This is an optimization exercise on Yosys and OpenROAD, whose aim is small area and a short achievable clock period, not a production implementation.
The RTL was checked by simulation tests, not by an equivalence proof against the original design.
No activity file was given, so power comes from the tool's default toggle rates.

Design cpuPipeline, start of the top module:
module cpuPipeline #(
	parameter int dataWidth = 16
) (
	input logic clk,
	input logic rst,
	input logic instrValid,
	input cpuPkg::instr_t instr,
	output logic wbValid,
	output cpuPkg::regAddr_t wbAddr,
	output logic [dataWidth-1:0] wbData
);
	logic [dataWidth-1:0] exRd1, exRd2;
	logic [dataWidth-1:0] exResult;
	logic [cpuPkg::regAddrWidth-1:0] exImm;
	cpuPkg::regAddr_t exWriteAddr;
	logic exWriteEn;
	logic exMult;
	logic [cpuPkg::selCount-1:0] exSel;
	logic exSub;
	decodeStage #(.dataWidth(dataWidth)) decodeStage_i (
		.clk(clk), .rst(rst), .instrValid(instrValid), .instr(instr),
		.wbValid(wbValid), .wbAddr(wbAddr), .wbData(wbData),
		.exRd1(exRd1), .exRd2(exRd2), .exResult(exResult),
		.exImm(exImm), .exWriteAddr(exWriteAddr), .exWriteEn(exWriteEn),
		.exMult(exMult), .exSel(exSel), .exSub(exSub)
	);
	executeStage #(.dataWidth(dataWidth)) executeStage_i (
		.clk(clk), .rst(rst),
		.exRd1(exRd1), .exRd2(exRd2),
		.exImm(exImm), .exWriteAddr(exWriteAddr), .exWriteEn(exWriteEn),
		.exMult(exMult), .exSel(exSel), .exSub(exSub),
		.wbValid(wbValid), .wbAddr(wbAddr), .wbData(wbData),
		.exResult(exResult)
	);
endmodule
export LEC_CHECK = 0
export CAP_MARGIN = 20
export CORE_MARGIN = 2
export CORE_UTILIZATION = 40
export SETUP_SLACK_MARGIN = 3.8
export SLEW_MARGIN = 20
create_clock -name core_clock -period 7.5 [get_ports {clk}]
run.sh (not shown) runs the stock make flow with config.mk's settings and CLKGATE_MAP_FILE= SYNTH_SCRIPT=/design/flow/synth_recipe.tcl, a recipe that flattens the netlist after the stock synthesis.
Next try:
Settings changed: SETUP_SLACK_MARGIN 3.8 to 4.2.
The new run completed without violations. First-iteration DRC count falls slightly. Final cell count rises by a few percent. Routed wire length rises by a few percent.


cpuPipeline, a different RTL version from the one above (not shown whole).
Size in the first run: roughly 2300 cells after synthesis, about 410 flip-flops.
export LEC_CHECK = 0
export CAP_MARGIN = 20
export CORE_MARGIN = 2
export CORE_UTILIZATION = 40
export SETUP_SLACK_MARGIN = 3.95
export SLEW_MARGIN = 20
create_clock -name core_clock -period 7.5 [get_ports {clk}]
standard.sh (not shown) runs the stock make flow with config.mk's settings and CLKGATE_MAP_FILE= SYNTH_SCRIPT=/design/flow/synth_recipe.tcl, a recipe that flattens the netlist after the stock synthesis.
==> flow/flow/run.sh <==
#!/bin/bash
# The standard layout (standard.sh, standard synthesis included) with two
# changes: the port buffers are buf_4 cells rather than the delay cells
# buffer_ports picks by itself, and clock tree synthesis adds no dummy loads and
# clusters up to 20 registers per leaf buffer.
set -euo pipefail
export BUFFER_PORTS_ARGS="-buffer_cell sky130_fd_sc_hd__buf_4"
export CTS_ARGS="-sink_clustering_enable -repair_clock_nets -dont_use_dummy_load -sink_clustering_size 20 -sink_clustering_max_diameter 100"
bash standard.sh > standard.log 2>&1
Edit:
--- a/flow/config.mk
+++ b/flow/config.mk
@@ -10,3 +10,3 @@
 export CORE_UTILIZATION = 40
-export SETUP_SLACK_MARGIN = 3.95
+export SETUP_SLACK_MARGIN = 4.45
 export SLEW_MARGIN = 20
Count of clock-buffer cells in the layout is unchanged.
Sequential share of layout area went down by 2.3 points.
Die area does not change.
First-iteration DRC count went up by 9.8%.
Cell area went up by 6.4%.
Synthesized cell count stays the same.
Core utilization went up by 2.9 points.
Worst setup slack gains 190 ps.
Critical path depth went up by 2.
Via count went up by 2.5%.
Global-route usage went up by 0.63 points.
Edit:
--- a/flow/config.mk
+++ b/flow/config.mk
@@ -10,3 +10,3 @@
 export CORE_UTILIZATION = 40
-export SETUP_SLACK_MARGIN = 4.45
+export SETUP_SLACK_MARGIN = 4.25
 export SLEW_MARGIN = 20
After rerunning: Die area stays the same; sequential cell count does not change; count of clock-buffer cells in the layout fell by 1; final area fell by 1.2%; combinational power is lower by about 4%; wire length hardly moves.


cpuPipeline, a different RTL version from the one above (not shown whole).
For scale: roughly 2300 cells after synthesis, roughly 420 flip-flops, about 26000 sq um of cells after synthesis.
==> flow/config.mk <==
export PLATFORM = sky130hd
export DESIGN_NAME = cpuPipeline
export DESIGN_NICKNAME = cpuPipeline
export VERILOG_FILES = /design/flow/design.v
export SDC_FILE = /design/flow/constraint.sdc
export NUM_CORES = 4
export LEC_CHECK = 0
export CAP_MARGIN = 20
export CORE_MARGIN = 2
export CORE_UTILIZATION = 40
export SETUP_SLACK_MARGIN = 3.8
export SLEW_MARGIN = 20
==> flow/constraint.sdc <==
create_clock -name core_clock -period 7.5 [get_ports {clk}]
set_input_delay 1.5000 -clock core_clock [delete_from_list [all_inputs] [get_ports {clk}]]
set_output_delay 1.5000 -clock core_clock [all_outputs]
set_load 0.01 [all_outputs]
Scripts as last shown in full above: flow/flow/run.sh
Next try:
--- a/flow/config.mk
+++ b/flow/config.mk
@@ -10,3 +10,3 @@
 export CORE_UTILIZATION = 40
-export SETUP_SLACK_MARGIN = 3.8
+export SETUP_SLACK_MARGIN = 3.6
 export SLEW_MARGIN = 20
=>
- The new run ran to the end with no violations
- non-clock buffer count falls by 11
- die area does not change
- setup slack gets worse by 0.21 ns
- fmax falls by a few percent
- first-iteration DRC count falls by a few percent
- routed wire length falls slightly
- design area falls slightly
Next try:
--- a/flow/config.mk
+++ b/flow/config.mk
@@ -10,3 +10,3 @@
 export CORE_UTILIZATION = 40
-export SETUP_SLACK_MARGIN = 3.6
+export SETUP_SLACK_MARGIN = 4.1
 export SLEW_MARGIN = 20
Result:
- worst setup slack improves by 0.29 ns
- synthesized area stays the same
- worst hold slack degrades by 0.012 ns
- global-route usage decreases by 0.29 points
- cell count increases by 1.8%
- maximum frequency increases by 8.1%
- critical path depth is unchanged
- sequential share of layout area decreases by 1.6 points
- clock skew decreases by 0.052 ns
- total power decreases by 0.40%
- die area does not change

-- separate check: timing with driven ports --
No port has a modelled driver above. Below, the same layouts with a new extraction and two added sets of constraints.
Step 1 sets driving cells, clkbuf_16 on the clock port and buf_2 on the other inputs (assumed; they add their load-dependent delay and slew).
Step 2 moves the port delays by t, midway between the first and last clock arrival at a register: inputs arrive t later, outputs are due t later. That takes back most of the time a late clock gives input paths.
a / b / c = ideal / step 1 / step 2; a / b = the first two.
run | t, ns | setup WS [ns] | worst setup path at the end | worst data-port slew with drivers (ns)
the first run of note 1 | 0.671 | 3.781 / 3.781 / 3.158 | input to register | 0.04
the second run of note 1 | 0.653 | 4.097 / 4.097 / 3.585 | input to register | 0.04
the first run of note 2 | 0.639 | 3.877 / 3.877 / 3.442 | input to register | 0.04
the second run of note 2 | 0.643 | 4.070 / 4.070 / 3.505 | input to register | 0.04
the third run of note 2 | 0.637 | 4.071 / 4.071 / 3.516 | input to register | 0.06
the first run of note 3 | 0.637 | 3.805 / 3.805 / 3.260 | input to register | 0.04
the second run of note 3 | 0.637 | 3.600 / 3.600 / 3.032 | input to register | 0.04
the third run of note 3 | 0.649 | 3.891 / 3.891 / 3.405 | input to register | 0.04
After both steps setup and hold are still met in every run listed. For the first run of note 1, which loses most, drivers alone change the setup slack by 0.000 ns; drivers and shift together by -0.623 ns.
